Background: an optimization exercise with open tools, aiming at small area. Do not read the settings as production practice.
RTL that was checked went through simulation tests only; none was proved equivalent to the original.
Function not checked in run 7: the RTL went through the layout flow alone.
Power and IR drop assume default switching activity. No driver is modelled on the clock port, so clocking that relies on it looks cheaper here than on a real chip.

<file path="flow/standard.sh">
#!/bin/bash
# synth_recipe.tcl (not shown) runs the flow's synth.tcl, then flattens the netlist and writes it again
# the make line also repeats each setting of config.mk as NAME=value (left out here)
make -C /OpenROAD-flow-scripts/flow DESIGN_CONFIG=/design/flow/config.mk WORK_HOME=/design/flow/orfs CLKGATE_MAP_FILE= SYNTH_SCRIPT=/design/flow/synth_recipe.tcl "${@:-finish}"
</file>
<file path="flow/constraint.sdc">
create_clock -name core_clock -period 11.0 [get_ports {clk}]
set_input_delay 2.2000 -clock core_clock [delete_from_list [all_inputs] [get_ports {clk}]]
set_output_delay 2.2000 -clock core_clock [all_outputs]
set_load 0.01 [all_outputs]
</file>
<file path="flow/design.v">
module matmul_sequencer (
  input  logic       clk,
  input  logic       rst,
  input  logic       rx_valid,
  input  logic [7:0] rx_data,
  output logic [7:0] tx_data,
  output logic       tx_valid,
  input  logic       tx_ready,
  output logic       busy,
  output logic       done,
  output logic       err
);
  localparam logic [2:0] HDR   = 3'd0;
  localparam logic [2:0] LDA   = 3'd1;
  localparam logic [2:0] LDB   = 3'd2;
  localparam logic [2:0] FLUSH = 3'd3;
  localparam logic [2:0] CAPA  = 3'd4;
  localparam logic [2:0] CAPB  = 3'd5;
  localparam logic [2:0] MUL   = 3'd6;
  localparam logic [2:0] SEND  = 3'd7;
  logic [2:0]    st_q;
  logic [1:0]    bcnt_q, hcnt_q;
  logic [1:0]    m_q, n_q, p_q;       
  logic [1:0]    i_q, j_q, k_q;
  logic [4:0]    ph_q;                
  logic [4:0]    pslot_q;             
  logic          pend_q;
  logic          done_q, err_q;
  logic [31:0]   x_q, acc_q;
  logic [1023:0] ring_q;
  logic        loading, wdone, dim_ok;
  logic [31:0] word_d, tap;
  logic [4:0]  ins_pos, tap_slot, a_slot, b_slot;
  logic        tap_a, tap_b, ybit;
  logic [4:0]  b_pos;
  logic [7:0]  ins_q, insn_q;
  logic        pend_d;
  logic [4:0]  pslot_d, ins_pos_d;
  assign loading = (st_q == HDR) || (st_q == LDA) || (st_q == LDB);
  assign wdone   = loading && rx_valid && (bcnt_q == 2'd3);
  assign word_d  = {acc_q[23:0], rx_data};
  assign dim_ok  = (acc_q[23:0] == 24'd0) && (rx_data != 8'd0) &&
                   (rx_data <= 8'd4);
  assign a_slot   = {1'b0, i_q, k_q};
  assign b_slot   = {1'b1, k_q, j_q};
  assign tap      = ~ring_q[1023:992];
  assign tap_slot = ~ph_q;
  assign tap_a    = (tap_slot == a_slot);
  assign tap_b    = (tap_slot == b_slot);
  assign ins_pos  = pslot_q + ph_q + 5'd1;
  assign b_pos    = b_slot + ph_q;
  always_comb begin
    ybit = 1'b0;
    for (int q = 0; q < 32; q++)
      if (b_pos == 5'(q)) ybit = ring_q[33*q] ^ b_pos[2];
  end
  always_ff @(posedge clk) begin
    for (int q = 0; q < 32; q++) begin
      if ((q % 4) == 0)
        ring_q[32*q +: 32] <= ~(((((q / 4) % 2) == 1 ? x_q : ~x_q) |
                                 {32{insn_q[q/4]}}) &
                                (ring_q[32*((q+31)%32) +: 32] |
                                 {32{ins_q[q/4]}}));
      else
        ring_q[32*q +: 32] <= ring_q[32*((q+31)%32) +: 32];
    end
  end
  always_comb begin
    pend_d = pend_q && (ins_pos[1:0] != 2'd0);
    pslot_d = pslot_q;
    if ((st_q == LDA || st_q == LDB) && wdone) begin
      pend_d  = 1'b1;
      pslot_d = (st_q == LDA) ? a_slot : b_slot;
    end
    ins_pos_d = pslot_d + ph_q + 5'd2;
  end
  always_ff @(posedge clk) begin
    for (int g = 0; g < 8; g++) begin
      ins_q[g]  <= pend_d && (ins_pos_d == 5'(4*g));
      insn_q[g] <= !(pend_d && (ins_pos_d == 5'(4*g)));
    end
  end
  logic [31:0] addend;
  logic [16:0] sum_lo;
  logic [15:0] sum_hi;
  logic        shift8, cy_q;
  assign shift8 = (loading && rx_valid) || st_q == FLUSH ||
                  (st_q == SEND && tx_ready);
  assign addend = (st_q == MUL && ybit) ? x_q : 32'd0;
  logic [32:0] cc;
  logic [31:0] ss;
  always_comb begin
    cc[0] = 1'b0;
    for (int b = 0; b < 32; b++) begin
      logic ci;
      ci = (b == 16) ? cy_q : cc[b];
      ss[b]   = acc_q[b] ^ addend[b] ^ ci;
      cc[b+1] = (acc_q[b] & addend[b]) | (acc_q[b] & ci) | (addend[b] & ci);
    end
  end
  assign sum_lo = {cc[16], ss[15:0]};
  assign sum_hi = ss[31:16];
  always_ff @(posedge clk) begin
    if (shift8)
      acc_q <= {acc_q[23:0], loading ? rx_data : 8'd0};
    else
      acc_q <= {sum_hi, sum_lo[15:0]};
  end
  always_ff @(posedge clk) begin
    if ((st_q == LDA || st_q == LDB) && wdone)
      x_q <= word_d;
    else if (st_q == CAPA && tap_a)
      x_q <= tap;
    else if (st_q == MUL)
      x_q <= {x_q[30:0], 1'b0};
  end
  always_ff @(posedge clk) begin
    if (st_q == HDR && wdone && dim_ok) begin
      case (hcnt_q)
        2'd0:    m_q <= rx_data[1:0] - 2'd1;
        2'd1:    n_q <= rx_data[1:0] - 2'd1;
        default: p_q <= rx_data[1:0] - 2'd1;
      endcase
    end
    pslot_q <= pslot_d;
  end
  always_ff @(posedge clk or posedge rst) begin
    if (rst) begin
      st_q    <= HDR;
      bcnt_q  <= '0;
      hcnt_q  <= '0;
      i_q     <= '0;
      j_q     <= '0;
      k_q     <= '0;
      pend_q  <= 1'b0;
      done_q  <= 1'b0;
      err_q   <= 1'b0;
      ph_q    <= '0;
      cy_q    <= 1'b0;
    end else begin
      cy_q   <= !shift8 && sum_lo[16];
      ph_q   <= ph_q + 5'd1;
      done_q <= 1'b0;
      err_q  <= 1'b0;
      if (pend_q && ins_pos[1:0] == 2'd0)
        pend_q <= 1'b0;
      if (loading && rx_valid)
        bcnt_q <= bcnt_q + 2'd1;
      case (st_q)
        HDR: if (wdone) begin
          if (!dim_ok) begin
            err_q  <= 1'b1;
            hcnt_q <= '0;
          end else begin
            hcnt_q <= hcnt_q + 2'd1;
            if (hcnt_q == 2'd2) begin
              st_q   <= LDA;
              hcnt_q <= '0;
            end
          end
        end
        LDA: if (wdone) begin
          pend_q  <= 1'b1;
          if (k_q == n_q) begin
            k_q <= '0;
            if (i_q == m_q) begin
              st_q <= LDB;
              i_q  <= '0;
            end else begin
              i_q <= i_q + 2'd1;
            end
          end else begin
            k_q <= k_q + 2'd1;
          end
        end
        LDB: if (wdone) begin
          pend_q  <= 1'b1;
          if (j_q == p_q) begin
            j_q <= '0;
            if (k_q == n_q) begin
              st_q <= FLUSH;
              k_q  <= '0;
            end else begin
              k_q <= k_q + 2'd1;
            end
          end else begin
            j_q <= j_q + 2'd1;
          end
        end
        FLUSH: begin
          bcnt_q <= bcnt_q + 2'd1;
          if (bcnt_q == 2'd3)
            st_q <= CAPA;
        end
        CAPA: if (tap_a) begin
          st_q <= CAPB;
        end
        CAPB: if (tap_b) begin
          st_q <= MUL;
        end
        MUL: begin
          if (x_q == 32'd0) begin
            if (k_q == n_q)
              st_q <= SEND;
            else begin
              k_q  <= k_q + 2'd1;
              st_q <= CAPA;
            end
          end
        end
        SEND: if (tx_ready) begin
          bcnt_q <= bcnt_q + 2'd1;
          if (bcnt_q == 2'd3) begin
            k_q  <= '0;
            st_q <= CAPA;
            if (j_q == p_q) begin
              j_q <= '0;
              if (i_q == m_q) begin
                i_q    <= '0;
                st_q   <= HDR;
                done_q <= 1'b1;
              end else begin
                i_q <= i_q + 2'd1;
              end
            end else begin
              j_q <= j_q + 2'd1;
            end
          end
        end
        default: st_q <= HDR;
      endcase
    end
  end
  assign tx_data  = acc_q[31:24];
  assign tx_valid = (st_q == SEND);
  assign busy     = st_q[2] || (st_q == FLUSH);
  assign done     = done_q;
  assign err      = err_q;
endmodule
</file>
<file path="flow/config.mk">
export PLATFORM = sky130hd
export DESIGN_NAME = matmul_sequencer
export DESIGN_NICKNAME = matmul_sequencer
export VERILOG_FILES = /design/flow/design.v
export SDC_FILE = /design/flow/constraint.sdc
export NUM_CORES = 4
export LEC_CHECK = 0
export CAP_MARGIN = 20
export CORE_MARGIN = 2
export CORE_UTILIZATION = 60
export CTS_BUF_LIST = sky130_fd_sc_hd__clkbuf_16
export CTS_CLUSTER_DIAMETER = 55
export CTS_CLUSTER_SIZE = 34
export PLACE_DENSITY = 0.8
export SLEW_MARGIN = 20
</file>
<file path="flow/flow/run.sh">
#!/bin/bash
# The standard layout with two changes: the port buffers use the smallest
# buffer cell (sky130_fd_sc_hd__buf_1), and clock tree synthesis adds no
# dummy loads to balance its leaf nets.
set -euo pipefail
cd "$(dirname "$0")/.."
export BUFFER_PORTS_ARGS="-buffer_cell sky130_fd_sc_hd__buf_1"
export CTS_ARGS="-sink_clustering_enable -repair_clock_nets -sink_clustering_size 38 -sink_clustering_max_diameter 45 -buf_list sky130_fd_sc_hd__clkbuf_16 -dont_use_dummy_load"
bash standard.sh finish > standard_finish.log 2>&1
</file>
==> out/qor.tcl, run 1 <==
set qor(dp_hpwl_um) 37200
set qor(stdcell_area_um2) 31500
set qor(max_freq_mhz) 96.2
set qor(final_hold_viol_count) 0
set qor(worst_ep_arrival_time_ns) 10.83
set qor(number_of_warnings_reported_in_the_yosys_synthesis_log) 1
set qor(grt_setup_unrepaired) {false}
set qor(finalCriticalPeriod_ns) 10.39
set qor(worst_hold_startpoint) {ring_q[343]}
set qor(post-route-drc-count) 0
set qor(max_cap_viol_count) 0
set qor(vias) 15574
set qor(vdd.ir_drop.worst_uv) 196
set qor(pwr_density_cell_nw_per_um2) 272
set qor(die_height_um) 224
set qor(first_global_vias) 16017
set qor(cp.required_ns) 11.44
set qor(final_core_area_utilization) 0.659
set qor(leakagePower_nw) 12.6
set qor(worst_slew_margin_rel) 0.274
set qor(timing.setup.tns_ns) 0
set qor(die-width_um) 224
set qor(cell_rows) 80
set qor(drive_gt1_frac) 0.0526
set qor(initial_core_util) 0.608
set qor(critPathCaptureType) {flip-flop}
set qor(cts_root_buf) {sky130_fd_sc_hd__clkbuf_16}
set qor(first_pass_iters) 7
set qor(drt_wl_cell_um) 22.5
set qor(synth_edf_count) 38
set qor(timing.reg2reg.setup_slack_ns) 0.61
set qor(fin_cells) 2744
set qor(finalHoldWorstSlack_ns) 0.254
set qor(crit_path_top_delay_cell) {sky130_fd_sc_hd__fa_1}
set qor(clk-insertion-delay-late_ns) 0.64
set qor(gp_congestion) 0.918
set qor(cts.htree.levels) 3
set qor(cts_max_path_buffers) 3
set qor(timing.hold.worst.class) {reg -> reg}
set qor(cp_common_cell) {sky130_fd_sc_hd__fa_1}
set qor(worst-r2r-cell-count) 31
set qor(critical_path_class) {reg -> reg}
set qor(antennaDiodeCount) 0
set qor(timing.final.max_slew_violations) 0
set qor(port_buffers) 23
set qor(core_um2) 47800
set qor(globalRouteTotalUtil) 0.249
set qor(num-nets-final) 2190
set qor(result_of_the_run) {finished clean}
set qor(syn_inst) 2114
set qor(post_cts_hold_buffer_count) 0
set qor(worstHoldEndpoint) {ring_q[375]}
set qor(place_inst) 2670
set qor(grt_first_pass_wirelength_um) 94000
set qor(crit_fanout) 32
set qor(maximum_number_of_pins_on_one_net_before_global_route_repair) 62
set qor(design.die.area_um2) 50300
set qor(global_route.overflow_total) 0
set qor(cp-start-kind) {flip-flop}
set qor(post-route-period-util) 0.945
set qor(dpl-instance-area_um2) 29700
set qor(synth_sequential_area_ratio) 0.799
set qor(setup_viol_count_final) 0
set qor(antenna_found_initial) 0
set qor(tritoncts) {built}
set qor(synthesis.nets) 2173
set qor(vias_per_cell) 5.68
set qor(r2r_start) {j_q[0]}
set qor(syn_to_final_growth_pct) 8.36
set qor(ant_nets) 0
set qor(postSynthRegisterBits) 1137
set qor(boundaryPins) 24
set qor(ys_async_sr_fraction) 0.0193
set qor(clkSinkCount) 1137
set qor(whs_path_depth) 0
set qor(top_reg_cell_synth) {sky130_fd_sc_hd__dfxtp_1}
set qor(synthesis.area_um2) 29100
set qor(critPathLaunch) {j_q[0]}
set qor(slew_at_the_pin_with_the_worst_max_slew_slack_ns) 1.09
set qor(final.setup_skew_ns) 0.0884
set qor(wl_um) 61600
set qor(per_instance_average_area_after_synthesis_um2) 13.8
set qor(critPathMaxStageDelay_ns) 0.54
set qor(r2r-end) {acc_q[31]}
set qor(dr.first_iter.drc_count) 1496
set qor(clock_pin_slew_on_the_worst_setup_and_hold_paths_ns) 0.09
set qor(post_synth_num_cell_types) 57
set qor(tritoncts.num_buffers) 74
critical path, delay by kind of cell (launching register included):
family / cells / cell delay (ns)
XOR/XNOR: 1 / 0.24
AND/OR/NAND/NOR: 5 / 1.13
AO/OA/AOI/OAI: 6 / 0.92
adder cells (fa/ha/maj): 17 / 7.18
flip-flops: 1 / 0.45
buffers and inverters: 2 / 0.32
flip-flops by register name, summed over array words and instances (netlist names), 3 cells and up:
signal and cells:
acc_q 32, ins_q 8, insn_q 8, ph_q 5, pslot_q 5, ring_q 1024, st_q 3, x_q 32
metal layers:
layer / vias to the layer above / global-route usage / part of all wire
li1: 7159 / - / -
met1: 7769 / 0.338 / 0.44
met2: 524 / 0.402 / 0.47
met3: 122 / 0.0509 / 0.059
met4: 0 / 0.0837 / 0.028
met5: - / 0 / 0
area by class of cell:
cell class	instances	area [um^2]
clock buffer	74	1850
fill	3303	16300
inverter	60	225
multi-input combinational	820	5220
sequential	1137	23300
tap	615	769
timing repair buffer	38	199
per-stage QoR:
stage	worst slack, ns	power [W]
floorplan	1.06	0.00579
global placement	0.671	0.00615
detailed placement	0.473	0.00621
CTS	0.450	0.00860
global route	0.0167	0.00892
finish	0.605	0.00858
power breakdown:
group	leakage (nW)	total, W	internal, W	switching [W]
sequential	9.62	0.00531	0.00482	0.000492
combinational	2.10	0.000849	0.000303	0.000546
clock	0.912	0.00242	0.00119	0.00123
total	12.6	0.00858	0.00631	0.00227
timing repair:
item | 4_1_cts | 5_1_grt
setup buffers | 0 | 0
setup endpoints to repair | 0 | 1
gates resized for setup | 0 | 2
cell usage after synthesis, drive strengths merged, types with 4 or more instances:
master | instances | area share
clkbuf | 80 | 0.010
and3 | 4 | 0.00086
dfxtp | 1077 | 0.74
nor4 | 17 | 0.0037
nand3 | 22 | 0.0038
ha | 15 | 0.0065
edfxtp | 38 | 0.039
a21oi | 16 | 0.0029
xnor2 | 22 | 0.0066
and2 | 35 | 0.0075
o211ai | 5 | 0.0013
o21a | 5 | 0.0013
nand2b | 5 | 0.0011
o22ai | 257 | 0.055
o31ai | 4 | 0.0010
nand2 | 184 | 0.024
mux2 | 5 | 0.0019
inv | 60 | 0.0077
mux2i | 10 | 0.0034
nor2b | 6 | 0.0013
nor2 | 26 | 0.0034
xor2 | 7 | 0.0024
dfrtp | 22 | 0.019
fa | 32 | 0.022
nor3 | 12 | 0.0021
o21ai | 92 | 0.016
buf | 17 | 0.0042
how the worst max path moves through the flow:
stage	end	slack, ns	cells after the start
floorplan	acc_q[31]	1.06	32
global placement	acc_q[31]	0.67	31
detailed placement	acc_q[31]	0.47	31
CTS	acc_q[31]	0.45	31
global route	acc_q[31]	0.02	31
finish	acc_q[31]	0.61	31
cell usage in the layout (no fill, tap or decap), types with 6 or more instances in the layout:
| master | synthesis | routed |
|---|---|---|
| sky130_fd_sc_hd__dfxtp_2 | 0 | 9 |
| sky130_fd_sc_hd__clkbuf_16 | 0 | 74 |
| sky130_fd_sc_hd__nand3_1 | 22 | 22 |
| sky130_fd_sc_hd__dfxtp_1 | 1077 | 1068 |
| sky130_fd_sc_hd__buf_1 | 4 | 23 |
| sky130_fd_sc_hd__xnor2_1 | 22 | 22 |
| sky130_fd_sc_hd__edfxtp_1 | 38 | 38 |
| sky130_fd_sc_hd__and2_1 | 35 | 35 |
| sky130_fd_sc_hd__buf_4 | 9 | 15 |
| sky130_fd_sc_hd__xor2_1 | 6 | 6 |
| sky130_fd_sc_hd__nand2_1 | 184 | 184 |
| sky130_fd_sc_hd__o21ai_0 | 92 | 91 |
| sky130_fd_sc_hd__fa_1 | 32 | 32 |
| sky130_fd_sc_hd__nor2_1 | 26 | 26 |
| sky130_fd_sc_hd__a21oi_1 | 15 | 15 |
| sky130_fd_sc_hd__ha_1 | 15 | 15 |
| sky130_fd_sc_hd__dfrtp_1 | 22 | 21 |
| sky130_fd_sc_hd__nor3_1 | 12 | 12 |
| sky130_fd_sc_hd__nor4_1 | 17 | 17 |
| sky130_fd_sc_hd__mux2i_1 | 10 | 10 |
| sky130_fd_sc_hd__o22ai_1 | 257 | 257 |
| sky130_fd_sc_hd__inv_1 | 60 | 59 |
logic make-up after synthesis:
kind of cell | count (synthesis) | share of synthesized area
simple gates | 326 | 0.0513
fa+ha+maj | 47 | 0.0285
buf+inv | 157 | 0.0222
mux | 15 | 0.00538
flops | 1137 | 0.799
compound gates | 403 | 0.0844
xor+xnor | 29 | 0.00899
==> run 2, diff against run 1 <==
==> flow/flow/run.sh (replaced) <==
#!/bin/bash
# The standard layout with two changes: the port buffers use the smallest
# buffer cell (sky130_fd_sc_hd__buf_1), and clock tree synthesis adds no
# dummy loads to balance its leaf nets.
set -euo pipefail
cd "$(dirname "$0")/.."
export BUFFER_PORTS_ARGS="-buffer_cell sky130_fd_sc_hd__buf_1"
export CTS_ARGS="-sink_clustering_enable -repair_clock_nets -sink_clustering_size 34 -sink_clustering_max_diameter 55 -buf_list sky130_fd_sc_hd__clkbuf_16 -dont_use_dummy_load"
bash standard.sh finish > standard_finish.log 2>&1
==> run 2 against run 1 <==
Worst hold slack got worse by 0.023 ns. Combinational power barely moved. Clock skew barely moved. Synthesized cell count did not move. Largest cell class unchanged.
==> out/qor.tcl, run 2 <==
set qor(result_of_the_run) {finished clean}
set qor(post_synth_fa_ha_maj_area_fraction) 0.0285
set qor(yosysTopAreaCell) {sky130_fd_sc_hd__dfxtp_1}
set qor(critical_path_class) {reg -> reg}
set qor(top_reg_cell_synth) {sky130_fd_sc_hd__dfxtp_1}
set qor(mostFrequentLayoutCell) {sky130_fd_sc_hd__dfxtp_1}
set qor(cp.required_ns) 11.49
set qor(synth_sequential_area_ratio) 0.799
set qor(worst-r2r-cell-count) 31
set qor(r2r-end) {acc_q[31]}
set qor(synthesis.area_um2) 29100
set qor(gp_congestion) 0.918
set qor(synth_top_family_by_area) {compound AO/OA/AOI/OAI gates}
set qor(antenna_found_initial) 0
set qor(layout_top_registers) {ring_q x1024, acc_q x32, x_q x32}
set qor(synth_xor_area_frac) 0.00899
set qor(final_hold_viol_count) 0
set qor(critPathLaunch) {j_q[0]}
set qor(grt_setup_unrepaired) {false}
set qor(timing.reg2reg.setup_slack_ns) 0.63
set qor(dr.first_iter.drc_count) 1483
set qor(drive_gt1_frac) 0.0409
set qor(dp_hpwl_um) 37200
set qor(syn_to_final_growth_pct) 6.12
set qor(ant_nets) 0
set qor(clkSinkCount) 1137
set qor(globalRouteTotalUtil) 0.241
set qor(finalHoldWorstSlack_ns) 0.231
set qor(netlist_top_cells_area) {sky130_fd_sc_hd__dfxtp_1, sky130_fd_sc_hd__o22ai_1, sky130_fd_sc_hd__edfxtp_1}
set qor(max_freq_mhz) 96.4
set qor(cts_max_path_buffers) 3
set qor(netlist_top_cells_count) {sky130_fd_sc_hd__dfxtp_1, sky130_fd_sc_hd__o22ai_1, sky130_fd_sc_hd__nand2_1, sky130_fd_sc_hd__o21ai_0, sky130_fd_sc_hd__clkbuf_1}
set qor(syn_inst) 2114
set qor(boundaryPins) 24
set qor(worst_slew_margin_rel) 0.265
set qor(totalPowerFinal_w) 0.00807
set qor(design.die.area_um2) 50300
set qor(largest_register_ff_count) 1024
set qor(most-common-layout-cells) {sky130_fd_sc_hd__dfxtp_1, sky130_fd_sc_hd__o22ai_1, sky130_fd_sc_hd__nand2_1, sky130_fd_sc_hd__o21ai_0, sky130_fd_sc_hd__inv_1}
set qor(clk-insertion-delay-late_ns) 0.64
set qor(max_flop_register) {ring_q}
set qor(ys_async_sr_fraction) 0.0193
set qor(leakagePower_nw) 12.3
set qor(worst-path-stages) 31
set qor(worst_ep_arrival_time_ns) 10.86
set qor(cp_common_cell) {sky130_fd_sc_hd__fa_1}
set qor(setup_viol_count_final) 0
set qor(global_route.overflow_total) 0
set qor(post_synth_mux_area_share) 0.00538
set qor(timing.critical_path.buf_inv) 2
set qor(pwr_density_cell_nw_per_um2) 261
set qor(num-nets-final) 2164
set qor(first_global_vias) 15593
set qor(cts_root_buf) {sky130_fd_sc_hd__clkbuf_16}
set qor(synth_edf_count) 38
set qor(core_um2) 47800
set qor(critical-path-top-delay-family) {adder cells}
set qor(per_instance_average_area_after_synthesis_um2) 13.8
set qor(critPathCaptureType) {flip-flop}
set qor(timing.hold.worst.class) {reg -> reg}
set qor(clock_pin_slew_on_the_worst_setup_and_hold_paths_ns) 0.11
set qor(vias_per_cell) 5.62
set qor(grt_first_pass_wirelength_um) 91800
set qor(synth_area_in_compound_gates) 0.0844
set qor(maximum_number_of_pins_on_one_net_before_global_route_repair) 62
set qor(post_synth_and_or_nand_nor_area_fraction) 0.0513
set qor(post_cts_hold_buffer_count) 0
set qor(post-route-period-util) 0.943
set qor(r2r_start) {j_q[0]}
set qor(number_of_warnings_reported_in_the_yosys_synthesis_log) 1
set qor(crit_path_top_delay_cell) {sky130_fd_sc_hd__fa_1}
set qor(post_synth_num_cell_types) 57
set qor(die-width_um) 224
set qor(timing.setup.tns_ns) 0
set qor(final.setup_skew_ns) 0.0884
set qor(initial_core_util) 0.608
set qor(timing.final.max_slew_violations) 0
set qor(finalCriticalPeriod_ns) 10.37
set qor(max_cap_viol_count) 0
set qor(post-route-drc-count) 0
set qor(crit_fanout) 32
set qor(synth_most_common_cell) {sky130_fd_sc_hd__dfxtp_1}
set qor(drt_wl_cell_um) 22.2
set qor(wl_um) 60200
set qor(first_pass_iters) 5
set qor(critPathMaxStageDelay_ns) 0.54
set qor(antennaDiodeCount) 0
set qor(tritoncts) {built}
set qor(tritoncts.num_buffers) 48
set qor(slew_at_the_pin_with_the_worst_max_slew_slack_ns) 1.10
set qor(postSynthRegisterBits) 1137
set qor(cell_rows) 80
set qor(cp-start-kind) {flip-flop}
set qor(yosys.area.top_type_share) 0.741
set qor(synthesis.nets) 2173
set qor(final_core_area_utilization) 0.645
set qor(vdd.ir_drop.worst_uv) 205
set qor(cts.htree.levels) 2
set qor(critical_path_end) {acc_q[31]}
set qor(die_height_um) 224
set qor(port_buffers) 23
set qor(vias) 15285
run 2: cell counts after synthesis:
No cell type changed its count.
run 2: cell families after synthesis:
family | after synthesis
flops | 1137
buf+inv | 157
simple gates | 326
xor+xnor | 29
mux | 15
fa+ha+maj | 47
compound gates | 403
run 2: stage by stage:
| step | worst slack [ns] | area [um^2] | instances |
|---|---|---|---|
| finish | 0.632 | 30900 | 2718 |
| global route | 0.0300 | 30900 | 2718 |
| CTS | 0.460 | 30900 | 2718 |
| detailed placement | 0.473 | 29700 | 2670 |
| global placement | 0.671 | 29700 | 2670 |
| floorplan | 1.06 | 29100 | 2114 |
run 2: power by group:
part           leakage (nW)  switching, W  internal (W)
clock network         0.592       0.00114      0.000784
registers              9.62      0.000488       0.00481
logic                  2.10      0.000545      0.000303
total                  12.3       0.00217       0.00590
run 2: per-layer routing:
metal	GRT usage	part of all wire	up-vias
met5	0	0	-
met4	0.0756	0.025	0
met3	0.0354	0.055	114
met2	0.393	0.47	462
met1	0.338	0.45	7612
li1	-	-	7097
run 2: what timing repair did:
| item | CTS | global route |
|---|---|---|
| endpoints found under the setup margin | 0 | 1 |
| setup buffers | 0 | 0 |
| resized for setup | 0 | 2 |
run 2: how the worst min path moves through the flow:
stage | to | slack (ns) | startpoint | cells after the start
after floorplan | ring_q[1000] | 0.31 | ring_q[968] | 0
after global placement | ring_q[856] | 0.31 | ring_q[824] | 0
after detailed placement | ring_q[547] | 0.31 | ring_q[515] | 0
after CTS | ring_q[375] | 0.24 | ring_q[343] | 0
after global routing | ring_q[684] | 0.24 | ring_q[652] | 0
final | ring_q[375] | 0.23 | ring_q[343] | 0
run 2: area by class of cell:
cell class                 count  area, um^2
sequential                  1137       23300
fill                        3378       17000
multi-input combinational    820        5220
clock buffer                  48        1200
tap                          615         769
inverter                      60         225
timing repair buffer          38         199
==> run 3, diff against run 2 <==
--- a/flow/design.v
+++ b/flow/design.v
@@ -46,7 +46,7 @@
   assign tap      = ~ring_q[1023:992];
   assign tap_slot = ~ph_q;
   assign tap_a    = (tap_slot == a_slot);
-  assign tap_b    = (tap_slot == b_slot);
+  assign tap_b    = (b_pos == 5'd31);
   assign ins_pos  = pslot_q + ph_q + 5'd1;
   assign b_pos    = b_slot + ph_q;
   always_comb begin
==> run 3 against run 2 <==
Still clean. Setup slack got worse by 0.084 ns. Flip-flop and latch count unchanged. Critical path depth down 3. Sequential share of layout area is 0.17 points higher. Worst hold slack improved by 0.023 ns. Cell count fell by 2.1%. Sequential power fell by 22%. Largest cell class unchanged.
==> out/qor.tcl, run 3 <==
set qor(result_of_the_run) {finished clean}
set qor(post_cts_hold_buffer_count) 0
set qor(global_route.overflow_total) 0
set qor(yosys.area.top_type_share) 0.745
set qor(first_pass_iters) 6
set qor(p_sw_w) 0.00117
set qor(mostFrequentLayoutCell) {sky130_fd_sc_hd__dfxtp_1}
set qor(synthesis.nets) 2114
set qor(max_cap_viol_count) 0
set qor(tritoncts) {built}
set qor(slew_at_the_pin_with_the_worst_max_slew_slack_ns) 1.22
set qor(setup_viol_count_final) 0
set qor(layout_top_registers) {ring_q x1024, acc_q x32, x_q x32}
set qor(syn_inst) 2055
set qor(max_freq_mhz) 95.7
set qor(die_height_um) 224
set qor(timing.final.max_slew_violations) 0
set qor(postSynthRegisterBits) 1137
set qor(core_um2) 47600
set qor(vias_per_cell) 5.67
set qor(synth_sequential_area_ratio) 0.803
set qor(number_of_warnings_reported_in_the_yosys_synthesis_log) 1
set qor(top_reg_cell_synth) {sky130_fd_sc_hd__dfxtp_1}
set qor(final_hold_viol_count) 0
set qor(crit_fanout) 30
set qor(grt_first_pass_wirelength_um) 90900
set qor(initial_core_util) 0.608
set qor(drt_wl_cell_um) 22.5
set qor(pwr_density_cell_nw_per_um2) 199
set qor(clkPwrFrac) 0.322
set qor(timing.hold.worst.class) {reg -> reg}
set qor(gp_congestion) 0.888
set qor(final.setup_skew_ns) 0.0745
set qor(syn_to_final_growth_pct) 6.43
set qor(boundaryPins) 24
set qor(num-nets-final) 2105
set qor(dp_hpwl_um) 35500
set qor(critPathMaxStageDelay_ns) 0.71
set qor(synthesis.area_um2) 29000
set qor(die-width_um) 224
set qor(worst_slew_margin_rel) 0.180
set qor(port_buffers) 23
set qor(vias) 15094
set qor(yosysTopAreaCell) {sky130_fd_sc_hd__dfxtp_1}
set qor(timing.final.ws_setup_ns) 0.547
set qor(cell_internal_pwr_w) 0.00495
set qor(netlist_top_cells_count) {sky130_fd_sc_hd__dfxtp_1, sky130_fd_sc_hd__o22ai_1, sky130_fd_sc_hd__nor2_1, sky130_fd_sc_hd__clkbuf_1, sky130_fd_sc_hd__inv_1}
set qor(post_synth_num_cell_types) 55
set qor(ys_async_sr_fraction) 0.0193
set qor(post_cts_setup_bufs) 0
set qor(globalRouteTotalUtil) 0.242
set qor(max_flop_register) {ring_q}
set qor(finalCriticalPeriod_ns) 10.45
set qor(cts_root_buf) {sky130_fd_sc_hd__clkbuf_16}
set qor(cts_max_path_buffers) 3
set qor(cts.htree.levels) 2
set qor(first_global_vias) 15394
set qor(vdd.ir_drop.worst_uv) 125
set qor(post-route-period-util) 0.950
set qor(clkSinkCount) 1137
set qor(critical-path-top-delay-family) {adder cells}
set qor(leakagePower_nw) 12.4
set qor(drive_gt1_frac) 0.0553
set qor(design.die.area_um2) 50000
set qor(cp_common_cell) {sky130_fd_sc_hd__fa_1}
set qor(timing.setup.tns_ns) 0
set qor(critical_path_class) {reg -> reg}
set qor(maximum_number_of_pins_on_one_net_before_global_route_repair) 69
set qor(cts_resized) 0
set qor(timing.critical_path.buf_inv) 2
set qor(grt_setup_unrepaired) {false}
set qor(worst_ep_arrival_time_ns) 10.99
set qor(post-route-drc-count) 0
set qor(cp-start-kind) {flip-flop}
set qor(clock_pin_slew_on_the_worst_setup_and_hold_paths_ns) 0.11
set qor(critPathCaptureType) {flip-flop}
set qor(cell_rows) 80
set qor(most-common-layout-cells) {sky130_fd_sc_hd__dfxtp_1, sky130_fd_sc_hd__o22ai_1, sky130_fd_sc_hd__nor2_1, sky130_fd_sc_hd__inv_1, sky130_fd_sc_hd__nand2_1}
set qor(largest_register_ff_count) 1024
set qor(ant_nets) 0
set qor(crit_path_top_delay_cell) {sky130_fd_sc_hd__xor2_1}
set qor(power_switching_share) 0.191
set qor(placement.setup.worst_slack_ns) 0.537
set qor(wl_um) 59800
set qor(share_comb_of_total_power) 0.002
set qor(clk-insertion-delay-late_ns) 0.64
set qor(p_seq_frac) 0.676
set qor(synth_most_common_cell) {sky130_fd_sc_hd__dfxtp_1}
set qor(per_instance_average_area_after_synthesis_um2) 14.1
set qor(cp.required_ns) 11.53
set qor(netlist_top_cells_area) {sky130_fd_sc_hd__dfxtp_1, sky130_fd_sc_hd__o22ai_1, sky130_fd_sc_hd__edfxtp_1}
set qor(tritoncts.num_buffers) 50
set qor(dr.first_iter.drc_count) 1365
set qor(antenna_found_initial) 0
set qor(synth_edf_count) 38
run 3: routing by layer:
metal / part of all wire / vias to the layer above / GRT usage / routed length, um
met5: 0 / - / 0 / 0
met2: 0.45 / 512 / 0.376 / 27100
met4: 0.030 / 0 / 0.0845 / 1800
met3: 0.063 / 118 / 0.0411 / 3770
met1: 0.45 / 7527 / 0.347 / 27200
li1: - / 6937 / - / -
run 3: cell type report:
| cell class | instances | area, um^2 |
|---|---|---|
| tap | 615 | 769 |
| fill | 3321 | 16800 |
| multi-input combinational | 755 | 5080 |
| timing repair buffer | 34 | 189 |
| clock buffer | 50 | 1250 |
| inverter | 68 | 255 |
| sequential | 1137 | 23300 |
| antenna | 1 | 2.50 |
run 3: cell families (layout without fill, tap and decap cells):
| kind of cell | Yosys count | in the layout | share of synthesized area |
|---|---|---|---|
| flops | 1137 | 1137 | 0.803 |
| compound gates | 400 | 400 | 0.0834 |
| simple gates | 240 | 240 | 0.0382 |
| buf+inv | 163 | 152 | 0.0228 |
| fa+ha+maj | 47 | 47 | 0.0286 |
| mux | 39 | 39 | 0.0152 |
| xor+xnor | 29 | 29 | 0.00877 |
| other cells | 0 | 1 | 0 |
run 3: worst paths after layout:
path,from,end,slack (ns),cells past startpoint
setup / recovery,ph_q[0],acc_q[15],0.55,28
hold / removal,ring_q[968],ring_q[1000],0.25,0
setup reg to reg,ph_q[0],acc_q[15],0.55,28
hold reg to reg,ring_q[968],ring_q[1000],0.25,0
max in group asynchronous,rst,k_q[1],9.09,3
min in group asynchronous,rst,bcnt_q[1],1.49,2
run 3: through the flow:
step,cells,cell area (um^2),power (W),util,hold slack (ns)
after global placement,2608,29500,0.00425,0.620,0.310
after global routing,2659,30800,0.00629,0.647,0.253
after detailed placement,2608,29500,0.00425,0.620,0.312
after floorplan,2055,29000,0.00424,-,0.310
final,2660,30800,0.00613,0.647,0.254
after CTS,2658,30800,0.00614,0.646,0.259
run 3: worst register-to-register path: cells and delay by family (launching register included):
| family | cells | cell delay, ns |
|---|---|---|
| fa+ha+maj | 18 | 7.44 |
| xor+xnor | 1 | 0.71 |
| compound gates | 3 | 0.62 |
| flops | 1 | 0.53 |
| buf+inv | 2 | 0.42 |
| simple gates | 3 | 0.39 |
| mux | 1 | 0.26 |
run 3: power groups by stage:
| stage | Combinational, W | Clock (W) | Sequential, W |
|---|---|---|---|
| floorplan | 0.00000578 | 0 | 0.00423 |
| global placement | 0.0000113 | 0 | 0.00423 |
| detailed placement | 0.0000117 | 0 | 0.00423 |
| CTS | 0.0000118 | 0.00199 | 0.00414 |
| global route | 0.0000145 | 0.00214 | 0.00414 |
| finish | 0.0000131 | 0.00197 | 0.00414 |
==> run 4, diff against run 3 <==
==> flow/flow/run.sh (replaced) <==
#!/bin/bash
# The standard layout with two changes: the port buffers use the smallest
# buffer cell (sky130_fd_sc_hd__buf_1), and clock tree synthesis adds no
# dummy loads to balance its leaf nets.
set -euo pipefail
cd "$(dirname "$0")/.."
export BUFFER_PORTS_ARGS="-buffer_cell sky130_fd_sc_hd__buf_1"
export CTS_ARGS="-sink_clustering_enable -repair_clock_nets -sink_clustering_size 36 -sink_clustering_max_diameter 60 -buf_list sky130_fd_sc_hd__clkbuf_16 -dont_use_dummy_load"
bash standard.sh finish > standard_finish.log 2>&1
==> run 4 against run 3 <==
Fmax is 0.91% higher. Clock skew down 0.0067 ns. Die area unchanged. Non-clock buffer count unchanged. Count of clock-buffer cells in the layout fell by 6. Worst hold slack gained 0.00061 ns. Global-route usage is 0.43 points lower. Synthesized cell count stayed put. Total power is 1.8% lower. Routed wire length is 1.3% lower. Cell count decreased by 0.26%. Sequential share of layout area up 0.36 points. Critical path type unchanged.
==> out/qor.tcl, run 4 <==
set qor(result_of_the_run) {finished clean}
set qor(dr.first_iter.drc_count) 1359
set qor(synth_xor_area_frac) 0.00877
set qor(final.setup_skew_ns) 0.0678
set qor(worst-r2r-cell-count) 30
set qor(setup_viol_count_final) 0
set qor(timing.final.max_slew_violations) 0
set qor(worst_slew_margin_rel) 0.169
set qor(nFillCells) 3343
set qor(ys_async_sr_fraction) 0.0193
set qor(clkSinkCount) 1137
set qor(layout_top_registers) {ring_q x1024, acc_q x32, x_q x32}
set qor(die-width_um) 224
set qor(initial_core_util) 0.608
set qor(cts.htree.levels) 2
set qor(slew_at_the_pin_with_the_worst_max_slew_slack_ns) 1.23
set qor(finalCriticalPeriod_ns) 10.36
set qor(cp_common_cell) {sky130_fd_sc_hd__fa_1}
set qor(synthesis.nets) 2114
set qor(max_freq_mhz) 96.5
set qor(num-nets-final) 2099
set qor(post_synth_num_cell_types) 55
set qor(timing.final.ws_setup_ns) 0.641
set qor(drt_wl_cell_um) 22.3
set qor(critical_path_class) {reg -> reg}
set qor(grt_setup_unrepaired) {false}
set qor(synth_most_common_cell) {sky130_fd_sc_hd__dfxtp_1}
set qor(yosys.area.top_type_share) 0.745
set qor(synthesis.area_um2) 29000
set qor(max_flop_register) {ring_q}
set qor(crit_path_top_delay_cell) {sky130_fd_sc_hd__fa_1}
set qor(wl_um) 59000
set qor(first_global_vias) 15210
set qor(r2r_start) {ph_q[0]}
set qor(register_area_um2) 23300
set qor(post-route-period-util) 0.942
set qor(synth_sequential_area_ratio) 0.803
set qor(placement.setup.worst_slack_ns) 0.537
set qor(top_reg_cell_synth) {sky130_fd_sc_hd__dfxtp_1}
set qor(synth_area_in_compound_gates) 0.0834
set qor(pwr_density_cell_nw_per_um2) 196
set qor(timing.hold.worst.class) {reg -> reg}
set qor(clk-insertion-delay-late_ns) 0.61
set qor(mostFrequentLayoutCell) {sky130_fd_sc_hd__dfxtp_1}
set qor(cts_max_path_buffers) 3
set qor(crit_fanout) 12
set qor(largest_register_ff_count) 1024
set qor(r2r-end) {acc_q[31]}
set qor(vias_per_cell) 5.68
set qor(max_cap_viol_count) 0
set qor(global_route.overflow_total) 0
set qor(yosysTopAreaCell) {sky130_fd_sc_hd__dfxtp_1}
set qor(multi_input_comb_area_um2) 5080
set qor(synth_top_family_by_area) {compound AO/OA/AOI/OAI gates}
set qor(syn_inst) 2055
set qor(gp_congestion) 0.888
set qor(tritoncts) {built}
set qor(worst_hold_startpoint) {ring_q[968]}
set qor(maximum_number_of_pins_on_one_net_before_global_route_repair) 69
set qor(antennaDiodeCount) 0
set qor(post_cts_setup_bufs) 0
set qor(netlist_top_cells_count) {sky130_fd_sc_hd__dfxtp_1, sky130_fd_sc_hd__o22ai_1, sky130_fd_sc_hd__nor2_1, sky130_fd_sc_hd__clkbuf_1, sky130_fd_sc_hd__inv_1}
set qor(critPathCaptureType) {flip-flop}
set qor(stdcell_area_um2) 30700
set qor(port_buffers) 23
set qor(final_core_area_utilization) 0.644
set qor(worstHoldEndpoint) {ring_q[1000]}
set qor(post-route-drc-count) 0
set qor(cp.required_ns) 11.49
set qor(vdd.ir_drop.worst_uv) 114
set qor(globalRouteTotalUtil) 0.238
set qor(leakagePower_nw) 12.3
set qor(cts_root_buf) {sky130_fd_sc_hd__clkbuf_16}
set qor(tritoncts.num_buffers) 44
set qor(number_of_warnings_reported_in_the_yosys_synthesis_log) 1
set qor(critPathMaxStageDelay_ns) 0.83
set qor(boundaryPins) 24
set qor(whs_path_depth) 0
set qor(drive_gt1_frac) 0.0530
set qor(final_hold_viol_count) 0
set qor(antenna_found_initial) 0
set qor(post_synth_mux_area_share) 0.0152
set qor(synth_edf_count) 38
set qor(die_height_um) 224
set qor(post_cts_hold_buffer_count) 0
set qor(postSynthRegisterBits) 1137
set qor(per_instance_average_area_after_synthesis_um2) 14.1
set qor(most-common-layout-cells) {sky130_fd_sc_hd__dfxtp_1, sky130_fd_sc_hd__o22ai_1, sky130_fd_sc_hd__nor2_1, sky130_fd_sc_hd__inv_1, sky130_fd_sc_hd__nand2_1}
set qor(timing.reg2reg.setup_slack_ns) 0.64
set qor(grt_first_pass_wirelength_um) 89400
set qor(cp-start-kind) {flip-flop}
set qor(netlist_top_cells_area) {sky130_fd_sc_hd__dfxtp_1, sky130_fd_sc_hd__o22ai_1, sky130_fd_sc_hd__edfxtp_1}
set qor(ant_nets) 0
set qor(design.die.area_um2) 50000
set qor(worst_ep_arrival_time_ns) 10.85
set qor(clock_pin_slew_on_the_worst_setup_and_hold_paths_ns) 0.12
set qor(first_pass_iters) 5
set qor(cell_rows) 80
set qor(dp_hpwl_um) 35500
set qor(post_synth_and_or_nand_nor_area_fraction) 0.0382
set qor(dpl-instance-area_um2) 29500
set qor(timing.setup.tns_ns) 0
set qor(post_synth_fa_ha_maj_area_fraction) 0.0286
set qor(vias) 15074
set qor(core_um2) 47600
set qor(totalPowerFinal_w) 0.00601
set qor(syn_to_final_growth_pct) 5.92
run 4: cell counts after synthesis:
No cell type changed its count.
run 4: area by class of cell:
class                      count  share of cell area
timing repair buffer          34             0.00616
tap                          615              0.0251
sequential                  1137               0.759
clock buffer                  44              0.0359
multi-input combinational    755               0.166
inverter                      68             0.00832
run 4: logic make-up after synthesis:
logic type,after synthesis
flops,1137
simple gates,240
compound gates,400
mux,39
buf+inv,163
xor+xnor,29
fa+ha+maj,47
run 4: critical path: cells and delay by family (launching register included):
kind | cells | cell delay (ns)
XOR/XNOR | 1 | 0.33
buffers and inverters | 1 | 0.06
flip-flops | 1 | 0.55
adder cells (fa/ha/maj) | 17 | 7.55
AND/OR/NAND/NOR | 5 | 0.44
AO/OA/AOI/OAI | 4 | 0.80
multiplexers | 2 | 0.50
run 4: routing by layer:
layer,global-route usage,part of all wire
met5,0,0
met4,0.0766,0.030
met3,0.0401,0.068
met2,0.369,0.45
met1,0.344,0.45
run 4: power by group:
part	leakage, nW	internal [W]	switching [W]
Combinational	2.14	0.00000455	0.00000855
Sequential	9.64	0.00414	0.00000327
Clock	0.542	0.000724	0.00114
Total	12.3	0.00487	0.00115
run 4: worst max-delay path by stage:
stage / slack [ns] / endpoint / start
2_1_floorplan: 1.33 / acc_q[31] / ph_q[0]
3_5_place_dp: 0.54 / acc_q[15] / ph_q[0]
5_1_grt: 0.07 / acc_q[31] / ph_q[0]
4_1_cts: 0.49 / acc_q[31] / ph_q[0]
6_report: 0.64 / acc_q[31] / ph_q[0]
3_3_place_gp: 0.75 / acc_q[15] / ph_q[0]
run 4: stage by stage:
step	std cells	hold WS, ns
floorplan	2055	0.310
global placement	2608	0.310
detailed placement	2608	0.312
CTS	2652	0.258
global route	2653	0.251
finish	2653	0.254
run 4: timing repair:
item,4_1_cts,5_1_grt
gates resized for setup,0,1
setup endpoints to repair,0,1
hold endpoints to repair,0,0
==> run 5, diff against run 4 <==
==> flow/flow/run.sh (replaced) <==
#!/bin/bash
# The standard layout (standard.sh) with three changes:
#  - synthesis maps with an area-oriented ABC script (flow/synth_abc.tcl);
#  - the port buffers use the smallest buffer cell, sky130_fd_sc_hd__buf_1;
#  - clock tree synthesis adds no dummy loads to balance its leaf nets.
set -euo pipefail
cd "$(dirname "$0")/.."
W=$PWD
export CUSTOM_ABC_SCRIPT=$W/flow/abc_area.script
export FLOW_SYNTH_TCL=$W/synth_recipe.tcl
export BUFFER_PORTS_ARGS="-buffer_cell sky130_fd_sc_hd__buf_1"
export CTS_ARGS="-sink_clustering_enable -repair_clock_nets -sink_clustering_size 31 -sink_clustering_max_diameter 70 -buf_list sky130_fd_sc_hd__clkbuf_16 -dont_use_dummy_load"
sed "s#SYNTH_SCRIPT=[^ ]*#SYNTH_SCRIPT=$W/flow/synth_abc.tcl#" standard.sh > standard_abc.sh
bash standard_abc.sh finish > standard_finish.log 2>&1
==> flow/flow/abc_area.script (new file) <==
&get -n
&st
&syn2
&dch -f
&nf -a -R 1000
&st
&synch2
&dch -f
&nf -a -R 1000
&st
&syn2
&dch -f
&nf -a -R 1000
&st
&synch2
&dch -f
&nf -a -R 1000
&st
&dch -f
&nf -a -R 1000
&st
&dch -f
&nf -a -R 1000
&put
topo
stime -c
==> flow/flow/synth_abc.tcl (new file) <==
# The standard synthesis (synth_recipe.tcl) unchanged, except that ABC's
# technology mapping runs the area-oriented script flow/abc_area.script
# instead of ORFS's speed script. ABC maps only combinational logic, so the
# registers are the same as the standard synthesis's.
proc abc {args} {
  set i [lsearch -exact $args -script]
  if { $i >= 0 } { lset args [expr {$i + 1}] $::env(CUSTOM_ABC_SCRIPT) }
  yosys abc {*}$args
}
source $::env(FLOW_SYNTH_TCL)
==> run 5 against run 4 <==
Register-to-register slack got worse by 0.06 ns. Count of clock-buffer cells in the layout increased by 1. Worst hold slack improved by 0.039 ns. Sequential share of layout area increased by 0.84 points. Still clean on timing, DRC and antenna. Total power increased by 20%. Cell count decreased by 3.8%. Clock skew about the same. Highest routed layer is now met5. Die area decreased by 2.3%. Setup slack got worse by 0.062 ns.
==> out/qor.tcl, run 5 <==
set qor(cell_internal_pwr_w) 0.00538
set qor(boundaryPins) 24
set qor(timing.hold.worst.class) {reg -> reg}
set qor(timing.setup.tns_ns) 0
set qor(crit_path_top_delay_cell) {sky130_fd_sc_hd__fa_1}
set qor(pwr_density_cell_nw_per_um2) 238
set qor(worst_slew_margin_rel) 0.239
set qor(post_synth_num_cell_types) 46
set qor(per_instance_average_area_after_synthesis_um2) 15.1
set qor(tritoncts.num_buffers) 45
set qor(clk-insertion-delay-late_ns) 0.63
set qor(cts_resized) 0
set qor(cts_root_buf) {sky130_fd_sc_hd__clkbuf_16}
set qor(number_of_warnings_reported_in_the_yosys_synthesis_log) 1
set qor(final_core_area_utilization) 0.651
set qor(cts.htree.levels) 2
set qor(result_of_the_run) {finished clean}
set qor(vias) 14621
set qor(first_global_vias) 14873
set qor(mostFrequentLayoutCell) {sky130_fd_sc_hd__dfxtp_1}
set qor(p_seq_frac) 0.642
set qor(die-width_um) 221
set qor(ant_nets) 0
set qor(max_freq_mhz) 96.0
set qor(layout_top_registers) {ring_q x1024, acc_q x32, x_q x32}
set qor(grt_setup_unrepaired) {false}
set qor(slew_at_the_pin_with_the_worst_max_slew_slack_ns) 1.14
set qor(design.die.area_um2) 48900
set qor(critical_path_class) {reg -> reg}
set qor(top_reg_cell_synth) {sky130_fd_sc_hd__dfxtp_1}
set qor(drive_gt1_frac) 0.0375
set qor(drt_wl_cell_um) 23.2
set qor(stdcell_area_um2) 30300
set qor(finalCriticalPeriod_ns) 10.42
set qor(worst_hold_startpoint) {ring_q[309]}
set qor(nFillCells) 3188
set qor(wl_um) 59200
set qor(critPathMaxStageDelay_ns) 0.79
set qor(post-route-period-util) 0.947
set qor(worst_ep_arrival_time_ns) 10.92
set qor(antennaDiodeCount) 0
set qor(dr.first_iter.drc_count) 1452
set qor(num-nets-final) 2007
set qor(max_flop_register) {ring_q}
set qor(clkPwrFrac) 0.259
set qor(cp-start-kind) {flip-flop}
set qor(netlist_top_cells_count) {sky130_fd_sc_hd__dfxtp_1, sky130_fd_sc_hd__o22ai_1, sky130_fd_sc_hd__clkinv_1, sky130_fd_sc_hd__nand2_1, sky130_fd_sc_hd__edfxtp_1}
set qor(timing.critical_path.buf_inv) 3
set qor(final.setup_skew_ns) 0.0675
set qor(setup_viol_count_final) 0
set qor(whs_path_depth) 0
set qor(power_switching_share) 0.254
set qor(yosys.area.top_type_share) 0.763
set qor(post-route-drc-count) 0
set qor(r2r-end) {acc_q[31]}
set qor(tritoncts) {built}
set qor(syn_to_final_growth_pct) 7.29
set qor(p_sw_w) 0.00183
set qor(synth_sequential_area_ratio) 0.823
set qor(clkSinkCount) 1137
set qor(globalRouteTotalUtil) 0.242
set qor(critPathCaptureType) {flip-flop}
set qor(synthesis.area_um2) 28300
set qor(dpl-instance-area_um2) 29200
set qor(timing.final.max_slew_violations) 0
set qor(vias_per_cell) 5.73
set qor(cp.required_ns) 11.50
set qor(clock_pin_slew_on_the_worst_setup_and_hold_paths_ns) 0.10
set qor(post_cts_hold_buffer_count) 0
set qor(ys_async_sr_fraction) 0.0193
set qor(maximum_number_of_pins_on_one_net_before_global_route_repair) 44
set qor(crit_fanout) 31
set qor(postSynthRegisterBits) 1137
set qor(initial_core_util) 0.607
set qor(final_hold_viol_count) 0
set qor(antenna_found_initial) 1
set qor(post_cts_setup_bufs) 0
set qor(critical-path-top-delay-family) {adder cells}
set qor(global_route.overflow_total) 0
set qor(grt_first_pass_wirelength_um) 89600
set qor(dp_hpwl_um) 36900
set qor(largest_register_ff_count) 1024
set qor(vdd.ir_drop.worst_uv) 182
set qor(worstHoldEndpoint) {ring_q[341]}
set qor(cts_max_path_buffers) 3
set qor(die_height_um) 221
set qor(netlist_top_cells_area) {sky130_fd_sc_hd__dfxtp_1, sky130_fd_sc_hd__o22ai_1, sky130_fd_sc_hd__edfxtp_1}
set qor(critPathLaunch) {j_q[0]}
set qor(gp_congestion) 0.920
set qor(timing.reg2reg.setup_slack_ns) 0.58
set qor(first_pass_iters) 5
set qor(core_um2) 46600
set qor(max_cap_viol_count) 0
set qor(cell_rows) 79
set qor(leakagePower_nw) 11.7
set qor(synthesis.nets) 1933
set qor(share_comb_of_total_power) 0.099
set qor(synth_most_common_cell) {sky130_fd_sc_hd__dfxtp_1}
set qor(yosysTopAreaCell) {sky130_fd_sc_hd__dfxtp_1}
set qor(most-common-layout-cells) {sky130_fd_sc_hd__dfxtp_1, sky130_fd_sc_hd__o22ai_1, sky130_fd_sc_hd__clkinv_1, sky130_fd_sc_hd__nand2_1, sky130_fd_sc_hd__clkbuf_16}
set qor(port_buffers) 23
set qor(r2r_start) {j_q[0]}
set qor(cp_common_cell) {sky130_fd_sc_hd__fa_1}
set qor(syn_inst) 1874
set qor(synth_edf_count) 38
set qor(worst-r2r-cell-count) 30
[run 5: worst max path at each step]
stage	endpoint	depth (start not counted)
3_5_place_dp	acc_q[31]	30
3_3_place_gp	acc_q[31]	30
6_report	acc_q[31]	30
2_1_floorplan	acc_q[31]	29
5_1_grt	acc_q[31]	30
4_1_cts	acc_q[31]	30
[run 5: power by group through the flow]
stage               clock (W)  sequential, W  combinational [W]
finish                0.00187        0.00463           0.000712
global route          0.00203        0.00465           0.000803
CTS                   0.00189        0.00463           0.000711
detailed placement          0        0.00472           0.000706
global placement            0        0.00471           0.000671
floorplan                   0        0.00459           0.000532
[run 5: stage by stage]
| stage | setup WS, ns | hold WS [ns] | total power (W) | cells |
|---|---|---|---|---|
| after floorplan | 1.41 | 0.310 | 0.00512 | 1874 |
| after global placement | 0.751 | 0.310 | 0.00538 | 2507 |
| after detailed placement | 0.634 | 0.312 | 0.00542 | 2507 |
| after CTS | 0.572 | 0.299 | 0.00723 | 2552 |
| after global routing | 0.0152 | 0.298 | 0.00749 | 2553 |
| final | 0.579 | 0.293 | 0.00721 | 2553 |
[run 5: cell type report]
| class | count | area, um^2 | share of cell area |
|---|---|---|---|
| Tap cell | 607 | 759 | 0.0250 |
| Multi-Input combinational cell | 666 | 4740 | 0.156 |
| Clock buffer | 45 | 1130 | 0.0371 |
| Inverter | 63 | 236 | 0.00780 |
| Sequential cell | 1137 | 23300 | 0.767 |
| Timing Repair Buffer | 35 | 196 | 0.00648 |
[run 5: logic make-up (layout without fill, tap and decap cells)]
family,Yosys count,after routing,share of synthesized area
AO/OA/AOI/OAI,375,375,0.0841
XOR/XNOR,24,24,0.00744
adder cells (fa/ha/maj),47,47,0.0293
buffers and inverters,71,143,0.0105
flip-flops,1137,1137,0.823
multiplexers,35,35,0.0139
AND/OR/NAND/NOR,185,185,0.0321
[run 5: per-layer routing]
layer	GRT usage	routed length, um	part of all wire	vias up
li1	-	-	-	6653
met1	0.341	26200	0.44	7304
met2	0.375	26800	0.45	528
met3	0.0473	3910	0.066	134
met4	0.0950	2380	0.040	2
met5	0	10	0.00017	-
==> run 6, diff against run 5 <==
--- a/flow/flow/run.sh
+++ b/flow/flow/run.sh
@@ -9,6 +9,6 @@
 export CUSTOM_ABC_SCRIPT=$W/flow/abc_area.script
 export FLOW_SYNTH_TCL=$W/synth_recipe.tcl
 export BUFFER_PORTS_ARGS="-buffer_cell sky130_fd_sc_hd__buf_1"
-export CTS_ARGS="-sink_clustering_enable -repair_clock_nets -sink_clustering_size 31 -sink_clustering_max_diameter 70 -buf_list sky130_fd_sc_hd__clkbuf_16 -dont_use_dummy_load"
+export CTS_ARGS="-sink_clustering_enable -repair_clock_nets -sink_clustering_size 34 -sink_clustering_max_diameter 55 -buf_list sky130_fd_sc_hd__clkbuf_16 -dont_use_dummy_load"
 sed "s#SYNTH_SCRIPT=[^ ]*#SYNTH_SCRIPT=$W/flow/synth_abc.tcl#" standard.sh > standard_abc.sh
 bash standard_abc.sh finish > standard_finish.log 2>&1
==> run 6 against run 5 <==
Critical endpoint unchanged. Critical path depth is the same. Sequential share of layout area shrank 0.19 points. Die area is the same. Critical path type unchanged.
==> out/qor.tcl, run 6 <==
set qor(critPathLaunch) {ph_q[0]}
set qor(worst-r2r-cell-count) 30
set qor(place_inst) 2507
set qor(clkSinkCount) 1137
set qor(whs_path_depth) 0
set qor(finalHoldWorstSlack_ns) 0.240
set qor(maximum_number_of_pins_on_one_net_before_global_route_repair) 44
set qor(globalRouteTotalUtil) 0.239
set qor(worstHoldEndpoint) {ring_q[344]}
set qor(critPathMaxStageDelay_ns) 0.79
set qor(number_of_warnings_reported_in_the_yosys_synthesis_log) 1
set qor(crit_fanout) 31
set qor(most-common-layout-cells) {sky130_fd_sc_hd__dfxtp_1, sky130_fd_sc_hd__o22ai_1, sky130_fd_sc_hd__clkinv_1, sky130_fd_sc_hd__nand2_1, sky130_fd_sc_hd__clkbuf_16}
set qor(wl_um) 58700
set qor(timing.final.max_slew_violations) 0
set qor(drt_wl_cell_um) 23.0
set qor(top_reg_cell_synth) {sky130_fd_sc_hd__dfxtp_1}
set qor(worst_slew_margin_rel) 0.237
set qor(initial_core_util) 0.607
set qor(critPathCaptureType) {flip-flop}
set qor(fin_cells) 2556
set qor(timing.final.ws_setup_ns) 0.610
set qor(largest_register_ff_count) 1024
set qor(max_flop_register) {ring_q}
set qor(first_global_vias) 14697
set qor(worst_hold_startpoint) {ring_q[312]}
set qor(vias_per_cell) 5.72
set qor(max_cap_viol_count) 0
set qor(design.die.area_um2) 48900
set qor(post_synth_num_cell_types) 46
set qor(vias) 14622
set qor(timing.hold.worst.class) {reg -> reg}
set qor(setup_viol_count_final) 0
set qor(placement.setup.worst_slack_ns) 0.634
set qor(port_buffers) 23
set qor(yosysTopAreaCell) {sky130_fd_sc_hd__dfxtp_1}
set qor(first_pass_iters) 5
set qor(vdd.ir_drop.worst_uv) 186
set qor(core_um2) 46600
set qor(die_height_um) 221
set qor(synthesis.area_um2) 28300
set qor(result_of_the_run) {finished clean}
set qor(num-nets-final) 2010
set qor(boundaryPins) 24
set qor(drive_gt1_frac) 0.0390
set qor(leakagePower_nw) 11.8
set qor(antennaDiodeCount) 0
set qor(final.setup_skew_ns) 0.0747
set qor(postSynthRegisterBits) 1137
set qor(worst_ep_arrival_time_ns) 10.90
set qor(mostFrequentLayoutCell) {sky130_fd_sc_hd__dfxtp_1}
set qor(antenna_found_initial) 4
set qor(tritoncts) {built}
set qor(cts.htree.levels) 2
set qor(critical_path_class) {reg -> reg}
set qor(crit_path_top_delay_cell) {sky130_fd_sc_hd__fa_1}
set qor(cts_max_path_buffers) 3
set qor(pwr_density_cell_nw_per_um2) 239
set qor(clk-insertion-delay-late_ns) 0.64
set qor(dp_hpwl_um) 36900
set qor(cell_rows) 79
set qor(ys_async_sr_fraction) 0.0193
set qor(cts_resized) 0
set qor(grt_first_pass_wirelength_um) 88700
set qor(cp_common_cell) {sky130_fd_sc_hd__fa_1}
set qor(per_instance_average_area_after_synthesis_um2) 15.1
set qor(ant_nets) 0
set qor(grt_setup_unrepaired) {false}
set qor(layout_top_registers) {ring_q x1024, acc_q x32, x_q x32}
set qor(synth_most_common_cell) {sky130_fd_sc_hd__dfxtp_1}
set qor(post-route-drc-count) 0
set qor(clock_pin_slew_on_the_worst_setup_and_hold_paths_ns) 0.11
set qor(r2r-end) {acc_q[31]}
set qor(p_seq_frac) 0.637
set qor(tritoncts.num_buffers) 48
set qor(r2r_start) {ph_q[0]}
set qor(cp-start-kind) {flip-flop}
set qor(post_cts_hold_buffer_count) 0
set qor(synth_sequential_area_ratio) 0.823
set qor(netlist_top_cells_area) {sky130_fd_sc_hd__dfxtp_1, sky130_fd_sc_hd__o22ai_1, sky130_fd_sc_hd__edfxtp_1}
set qor(yosys.area.top_type_share) 0.763
set qor(clkPwrFrac) 0.265
set qor(syn_inst) 1874
set qor(final_hold_viol_count) 0
set qor(power_switching_share) 0.254
set qor(post_cts_setup_bufs) 0
set qor(netlist_top_cells_count) {sky130_fd_sc_hd__dfxtp_1, sky130_fd_sc_hd__o22ai_1, sky130_fd_sc_hd__clkinv_1, sky130_fd_sc_hd__nand2_1, sky130_fd_sc_hd__edfxtp_1}
set qor(syn_to_final_growth_pct) 7.55
set qor(slew_at_the_pin_with_the_worst_max_slew_slack_ns) 1.14
set qor(share_comb_of_total_power) 0.098
set qor(timing.reg2reg.setup_slack_ns) 0.61
set qor(die-width_um) 221
set qor(synth_edf_count) 38
set qor(post-route-period-util) 0.945
set qor(global_route.overflow_total) 0
set qor(finalCriticalPeriod_ns) 10.39
set qor(cp.required_ns) 11.51
set qor(dr.first_iter.drc_count) 1402
set qor(p_sw_w) 0.00185
set qor(cts_root_buf) {sky130_fd_sc_hd__clkbuf_16}
set qor(max_freq_mhz) 96.2
set qor(timing.setup.tns_ns) 0
set qor(gp_congestion) 0.920
set qor(cell_internal_pwr_w) 0.00543
set qor(final_core_area_utilization) 0.653
set qor(synthesis.nets) 1933
-- run 6: worst max-delay path: cells and delay by family (launching register included) --
family,cells,cell delay [ns]
AO/OA/AOI/OAI,5,0.89
XOR/XNOR,2,0.28
adder cells (fa/ha/maj),17,7.47
buffers and inverters,3,0.63
flip-flops,1,0.47
multiplexers,1,0.29
AND/OR/NAND/NOR,2,0.28
-- run 6: cells by family after synthesis --
family / after synthesis / synth area share
compound gates: 375 / 0.0841
mux: 35 / 0.0139
flops: 1137 / 0.823
buf+inv: 71 / 0.0105
fa+ha+maj: 47 / 0.0293
simple gates: 185 / 0.0321
xor+xnor: 24 / 0.00744
-- run 6: area by class of cell --
type / count / area (um^2)
fill: 3175 / 16200
inverter: 63 / 236
sequential: 1137 / 23300
tap: 607 / 759
multi-input combinational: 666 / 4740
timing repair buffer: 35 / 196
clock buffer: 48 / 1200
-- run 6: power groups by stage --
stage | Sequential [W] | Clock (W) | Combinational [W]
CTS | 0.00463 | 0.00195 | 0.000709
global placement | 0.00471 | 0 | 0.000671
global route | 0.00465 | 0.00208 | 0.000802
finish | 0.00463 | 0.00193 | 0.000712
floorplan | 0.00459 | 0 | 0.000532
detailed placement | 0.00472 | 0 | 0.000706
-- run 6: worst max-delay path by stage --
| stage | endpoint | cells past startpoint |
|---|---|---|
| finish | acc_q[31] | 30 |
| global route | acc_q[31] | 30 |
| CTS | acc_q[31] | 30 |
| detailed placement | acc_q[31] | 30 |
| global placement | acc_q[31] | 30 |
| floorplan | acc_q[31] | 29 |
-- run 6: metal layers --
layer / up-vias / wire [um] / track usage
met1: 7292 / 26100 / 0.337
met5: - / 44 / 0
met4: 8 / 2290 / 0.101
li1: 6657 / - / -
met3: 142 / 3780 / 0.0406
met2: 523 / 26500 / 0.371
-- run 6: metrics by stage --
| stage | power [W] | cell area, um^2 |
|---|---|---|
| 2_1_floorplan | 0.00512 | 28300 |
| 4_1_cts | 0.00728 | 30400 |
| 3_3_place_gp | 0.00538 | 29200 |
| 6_report | 0.00728 | 30400 |
| 5_1_grt | 0.00754 | 30400 |
| 3_5_place_dp | 0.00542 | 29200 |
==> run 7, diff against run 6 <==
--- a/flow/design.v
+++ b/flow/design.v
@@ -31,7 +31,7 @@
   logic        loading, wdone, dim_ok;
   logic [31:0] word_d, tap;
   logic [4:0]  ins_pos, tap_slot, a_slot, b_slot;
-  logic        tap_a, tap_b, ybit;
+  logic        tap_a, tap_b, ybit, ybit_d;
   logic [4:0]  b_pos;
   logic [7:0]  ins_q, insn_q;
   logic        pend_d;
@@ -50,10 +50,12 @@
   assign ins_pos  = pslot_q + ph_q + 5'd1;
   assign b_pos    = b_slot + ph_q;
   always_comb begin
-    ybit = 1'b0;
+    ybit_d = 1'b0;
     for (int q = 0; q < 32; q++)
-      if (b_pos == 5'(q)) ybit = ring_q[33*q] ^ b_pos[2];
-  end
+      if (b_pos == 5'(q)) ybit_d = ring_q[32*q + (q+1)%32] ^ b_pos[2];
+  end
+  always_ff @(posedge clk)
+    ybit <= ybit_d;
   always_ff @(posedge clk) begin
     for (int q = 0; q < 32; q++) begin
       if ((q % 4) == 0)
==> run 7 against run 6 <==
Sequential power decreased by 9.1%. Worst hold slack is essentially flat. Still clean on timing, DRC and antenna. Highest routed layer is now met4. Cell area rose by 0.52%. Critical path type unchanged. Non-clock buffer count rose by 5. Core utilization is 0.20 points higher. Clock power hardly changed.
==> out/qor.tcl, run 7 <==
set qor(result_of_the_run) {finished clean}
set qor(max_cap_viol_count) 0
set qor(layout_top_registers) {ring_q x1024, acc_q x32, x_q x32}
set qor(vias_per_cell) 5.76
set qor(post_synth_num_cell_types) 43
set qor(tritoncts.num_buffers) 48
set qor(finalHoldWorstSlack_ns) 0.240
set qor(mostFrequentLayoutCell) {sky130_fd_sc_hd__dfxtp_1}
set qor(register_area_um2) 23300
set qor(port_buffers) 23
set qor(final.setup_skew_ns) 0.0784
set qor(clk-insertion-delay-late_ns) 0.64
set qor(clkPwrFrac) 0.309
set qor(first_global_vias) 15107
set qor(totalPowerFinal_w) 0.00621
set qor(synthesis.area_um2) 28400
set qor(yosysTopAreaCell) {sky130_fd_sc_hd__dfxtp_1}
set qor(cts_root_buf) {sky130_fd_sc_hd__clkbuf_16}
set qor(share_comb_of_total_power) 0.013
set qor(vdd.ir_drop.worst_uv) 103
set qor(cell_internal_pwr_w) 0.00499
set qor(synth_edf_count) 38
set qor(cts_max_path_buffers) 3
set qor(num-nets-final) 2044
set qor(timing.setup.tns_ns) 0
set qor(cp.required_ns) 11.50
set qor(grt_setup_unrepaired) {false}
set qor(number_of_warnings_reported_in_the_yosys_synthesis_log) 1
set qor(leakagePower_nw) 11.6
set qor(cell_rows) 79
set qor(critical_path_class) {reg -> reg}
set qor(gp_congestion) 0.917
set qor(final_hold_viol_count) 0
set qor(boundaryPins) 24
-- run 7: critical path, stage by stage, from the launching register on --
cell and delay, ns:
sky130_fd_sc_hd__dfrtp_1 0.58, sky130_fd_sc_hd__nand2_1 0.24, sky130_fd_sc_hd__nor3b_2 0.15, sky130_fd_sc_hd__and2_0 0.24, sky130_fd_sc_hd__fa_1 0.41, sky130_fd_sc_hd__fa_1 0.45, sky130_fd_sc_hd__fa_1 0.44, sky130_fd_sc_hd__fa_1 0.43
sky130_fd_sc_hd__fa_1 0.43, sky130_fd_sc_hd__fa_1 0.43, sky130_fd_sc_hd__fa_1 0.43, sky130_fd_sc_hd__fa_1 0.43, sky130_fd_sc_hd__fa_1 0.45, sky130_fd_sc_hd__fa_1 0.44, sky130_fd_sc_hd__fa_1 0.43, sky130_fd_sc_hd__fa_1 0.43
sky130_fd_sc_hd__fa_1 0.43, sky130_fd_sc_hd__fa_1 0.43, sky130_fd_sc_hd__fa_1 0.41, sky130_fd_sc_hd__xor2_1 0.18, sky130_fd_sc_hd__xnor2_1 0.13, sky130_fd_sc_hd__mux2_1 0.27
-- run 7: worst paths after layout --
path,startpoint,endpoint,slack (ns),cells after the start
worst max-delay path,st_q[2],acc_q[31],2.66,21
worst min-delay path,ring_q[713],ring_q[745],0.24,0
worst max register to register,st_q[2],acc_q[31],2.66,21
worst min register to register,ring_q[713],ring_q[745],0.24,0
max in group asynchronous,rst,ph_q[4],8.85,2
min in group asynchronous,rst,bcnt_q[0],1.64,2
-- run 7: metrics by stage --
step	instance area, um^2	setup WS [ns]	utilization
global route	30600	2.33	0.655
global placement	29300	2.83	0.628
finish	30600	2.66	0.655
floorplan	28400	2.97	-
CTS	30500	2.66	0.654
detailed placement	29300	2.67	0.629
-- run 7: final cells by class --
cell class	count	share of cell area
tap	607	0.0249
clock buffer	48	0.0393
multi-input combinational	697	0.159
sequential	1138	0.762
timing repair buffer	40	0.00766
inverter	60	0.00737
-- run 7: routing by layer --
layer  wire length, um  global-route usage  up-vias  share of wire
met1             26300               0.340     7440           0.44
li1                  -                   -     6735              -
met4              1990              0.0894        0          0.033
met2             26900               0.384      588           0.45
met3              4200              0.0466      145          0.071
met5                 0                   0        -              0
-- run 7: cell families (layout without fill, tap and decap cells) --
kind of cell / after synthesis / in the layout / share of synthesized area
DFF: 1138 / 1138 / 0.820
and+or+nand+nor: 193 / 193 / 0.0330
xor gates and xnor gates: 23 / 23 / 0.00710
adders and majority gates: 47 / 47 / 0.0292
AOI/OAI and AO/OA: 392 / 392 / 0.0843
muxes: 42 / 42 / 0.0164
buffers and inverters: 68 / 148 / 0.0101
-- run 7: power by group through the flow --
| stage | clock [W] | sequential [W] | combinational (W) |
|---|---|---|---|
| floorplan | 0 | 0.00428 | 0.0000557 |
| detailed placement | 0 | 0.00431 | 0.0000790 |
| finish | 0.00192 | 0.00421 | 0.0000802 |
| global placement | 0 | 0.00430 | 0.0000697 |
| global route | 0.00208 | 0.00422 | 0.0000920 |
| CTS | 0.00194 | 0.00421 | 0.0000800 |

Setup slack of run 7, layout unchanged: 2.660 ns with ideal ports, 2.660 ns with driving cells assumed (clock clkbuf_16, inputs buf_2), 2.660 ns with port delays also shifted by the 0.647 ns mid clock arrival.
